This is an optimization exercise on Yosys and OpenROAD, whose aim is small area, not a production implementation.
The RTL was checked by simulation tests, not by an equivalence proof against the original design.

job 8640:
Design motion_overlay_chip, start of the top module:
module motion_overlay_chip (
    input  logic        clk,
    input  logic        reset,
    input  logic        pixel_de,
    input  logic [9:0]  pixel_x,
    input  logic [9:0]  pixel_y,
    input  logic        motion_flag,
    input  logic        shot_btn,
    input  logic [15:0] img_data,
    output logic [14:0] fb_addr,
    output logic [11:0] rgb
);
    motion_overlay_pkg::raster_t pixel;
    motion_overlay_pkg::rgb444_t rgb_s;
    assign pixel.de = pixel_de;
    assign pixel.x  = pixel_x;
    assign pixel.y  = pixel_y;
    assign rgb      = rgb_s;
    motion_overlay_top u_top (
        .clk        (clk),
        .reset      (reset),
        .pixel      (pixel),
        .motion_flag(motion_flag),
        .shot_btn   (shot_btn),
        .img_data   (img_data),
        .fb_addr    (fb_addr),
        .rgb        (rgb_s)
    );
endmodule
Size: about 2400 cells after synthesis, about 68 I/O pins, ~0.021 mm² of cells after synthesis.
clock: 100.0 ns
lec_check: 0
abc_area: 1
cap_margin: 20
core_margin: 2
core_utilization: 40
cts_buf_list: sky130_fd_sc_hd__clkbuf_16
cts_cluster_diameter: 80
cts_cluster_size: 24
slew_margin: 20
run.sh (not shown) runs the stock make flow with config.mk's settings and CLKGATE_MAP_FILE= SYNTH_SCRIPT=/design/flow/synth_recipe.tcl, a recipe that flattens the netlist after the stock synthesis.
Job 8640: flow completed, timing, DRC and antenna clean
Setup changes, job 8640 to job 3028
- clearing CTS_CLUSTER_DIAMETER, which used to be 80
- clearing CTS_BUF_LIST, which used to be sky130_fd_sc_hd__clkbuf_16
- clearing ABC_AREA, which used to be 1
- clearing CTS_CLUSTER_SIZE, which used to be 24
[summary]
- Leading cell type in the layout, fill and taps excluded: sky130_fd_sc_hd__fa_1 -> job 3028, sky130_fd_sc_hd__inv_1 -> job 8640
- Job 3028 vs job 8640, sequential share of layout area went down by 0.37 points.
- Setup slack in job 3028 is smaller than in job 8640.
- Summary of job 3028 over job 8640: final hold slack shrank by 8.1 ps.
- Summary: with job 8640 as the reference, number of logic inverters in the finished layout in job 3028 moved down by more than a quarter.
- sky130_fd_sc_hd__fa_1 as the slowest cell on the critical path was reported by job 8640, and sky130_fd_sc_hd__dfstp_4 by job 3028.
- As far as post-detailed-placement cell area is concerned, job 8640 and job 3028 perform about the same.
- Changes observed in job 3028 relative to job 8640: count of nets left with antenna violations after detail routing closely matched the old numbers; cell area after technology mapping rose by about 0.9%; share of layout cells above drive strength 1 higher; number of filler cells placed in the layout went down about 3.3%.

---

Setup of job 101:
motion_overlay_chip again, from the RTL that the note above started with.
Design motion_overlay_chip, start of the top module:
module motion_overlay_chip (
    input  logic        clk,
    input  logic        reset,
    input  logic        pixel_de,
    input  logic [9:0]  pixel_x,
    input  logic [9:0]  pixel_y,
    input  logic        motion_flag,
    input  logic        shot_btn,
    input  logic [15:0] img_data,
    output logic [14:0] fb_addr,
    output logic [11:0] rgb
);
export LEC_CHECK = 0
export ABC_AREA = 1
export CAP_MARGIN = 0
export CORE_MARGIN = 2
export CORE_UTILIZATION = 40
export CTS_BUF_LIST = sky130_fd_sc_hd__clkbuf_4
export SLEW_MARGIN = 0
create_clock -name core_clock -period 100.0 [get_ports {clk}]
For job 102, these inputs were changed with respect to job 101:
Settings: CAP_MARGIN: 0 -> 20; CTS_CLUSTER_SIZE: unset -> 12; CTS_BUF_LIST: sky130_fd_sc_hd__clkbuf_4 -> sky130_fd_sc_hd__clkbuf_8; CTS_CLUSTER_DIAMETER: unset -> 60; SLEW_MARGIN: 0 -> 20.
==> flow/flow/run.sh (new file) <==
#!/bin/bash
# Standard layout, with plain buf_1 cells as the port buffers and a
# power-recovery (cell downsizing) pass after the placement resize step.
set -o pipefail
cp standard.sh flow/standard.sh.txt 2>/dev/null
export BUFFER_PORTS_ARGS="-buffer_cell sky130_fd_sc_hd__buf_1"
export POST_RESIZE_TCL="$PWD/flow/post_resize.tcl"
bash standard.sh > standard.log 2>&1
==> flow/flow/post_resize.tcl (new file) <==
# trade the spare setup slack for smaller cells
repair_timing -recover_power 100 -verbose
==> flow/flow/standard.sh.txt (new file) <==
#!/bin/bash
# The standard flow's own layout of this design, on the ORFS make targets given (by default finish). After
# finish it leaves the final layout's DEF at /design/flow/out/final.def.
set -euo pipefail
make -C /OpenROAD-flow-scripts/flow DESIGN_CONFIG=/design/flow/config.mk WORK_HOME=/design/flow/orfs CLKGATE_MAP_FILE= SYNTH_SCRIPT=/design/flow/synth_recipe.tcl ABC_AREA=1 CAP_MARGIN=20 CORE_MARGIN=2 CORE_UTILIZATION=40 CTS_BUF_LIST=sky130_fd_sc_hd__clkbuf_8 CTS_CLUSTER_DIAMETER=60 CTS_CLUSTER_SIZE=12 SLEW_MARGIN=20 "${@:-finish}"
if [[ -f /design/flow/orfs/results/sky130hd/motion_overlay_chip/base/6_final.odb ]]; then
  : # left out here: write the final layout as DEF
fi
==> flow/standard.sh (new file) <==
#!/bin/bash
# synth_recipe.tcl (not shown) runs the flow's synth.tcl, then flattens the netlist and writes it again
# the make line also repeats each setting of config.mk as NAME=value (left out here)
make -C /OpenROAD-flow-scripts/flow DESIGN_CONFIG=/design/flow/config.mk WORK_HOME=/design/flow/orfs CLKGATE_MAP_FILE= SYNTH_SCRIPT=/design/flow/synth_recipe.tcl "${@:-finish}"
removed: flow/run.sh
### Flow results
In job 102, clock skew is lower than in job 101.
Relative to job 101, the signed area change from the synthesized netlist to the final layout of job 102 is lower by 3.6 points.
Final cell area: job 102 below job 101
The run showing the greater share of the clock period used by the worst path after layout is job 102.

---

motion_overlay_chip again, from the RTL that the note above started with.
export LEC_CHECK = 0
export ABC_AREA = 1
export CAP_MARGIN = 20
export CORE_MARGIN = 2
export CORE_UTILIZATION = 40
export CTS_BUF_LIST = sky130_fd_sc_hd__clkbuf_8
export CTS_CLUSTER_DIAMETER = 60
export CTS_CLUSTER_SIZE = 12
export SLEW_MARGIN = 20
create_clock -name core_clock -period 100.0 [get_ports {clk}]
Stock flow here: none of the scripts above is used.
The first run ran to the end with no violations.
Edit:
- ABC_AREA: 1 -> not set
- CTS_BUF_LIST: sky130_fd_sc_hd__clkbuf_8 -> sky130_fd_sc_hd__clkbuf_4
- CTS_CLUSTER_DIAMETER: 60 -> not set
- CTS_CLUSTER_SIZE: 12 -> not set
Result: Count of clock-buffer cells in the layout goes up by 77. Sequential share of layout area goes down by 0.52 points. Wire length goes up by a few percent. Setup slack gets worse by 5000 ps. First-iteration DRC count goes up by well over a third.

==> re-timing with driven ports <==
Ports are ideal in the flow. The routed layouts listed here were re-timed in OpenROAD. Step 1: set_driving_cell puts a clkbuf_16 on clk and a buf_2 on each other input, an assumption about the parent block. Step 2 adds t to the input delays and takes it off the output delays; t is the mean of the earliest and latest rising clock arrival at the registers after step 1. Input paths then give back, and output paths get back, about the clock's delay inside the block. Three values: no drivers, after step 1, after step 2; two values: the first two.
run	t, ns	slack for setup (ns)	hold slack, ns	worst setup path after step 2	cell pins on the clock port's net
job 8640	0.544	33.209 / 33.154 / 33.697	0.392 / 0.392 / 0.392	register to output	1
job 3028	0.602	28.317 / 28.263 / 28.865	0.383 / 0.383 / 0.383	register to output	1
job 101	0.760	32.997 / 32.951 / 33.711	0.381 / 0.381 / 0.381	register to output	1
job 102	0.633	30.491 / 30.438 / 31.071	0.387 / 0.387 / 0.387	register to output	1
the first run of note 3	0.625	33.103 / 33.048 / 33.673	0.400 / 0.400 / 0.400	register to output	1
the second run of note 3	0.766	28.079 / 28.030 / 28.796	0.380 / 0.380 / 0.380	register to output	1
After both steps every run listed still meets setup and hold.
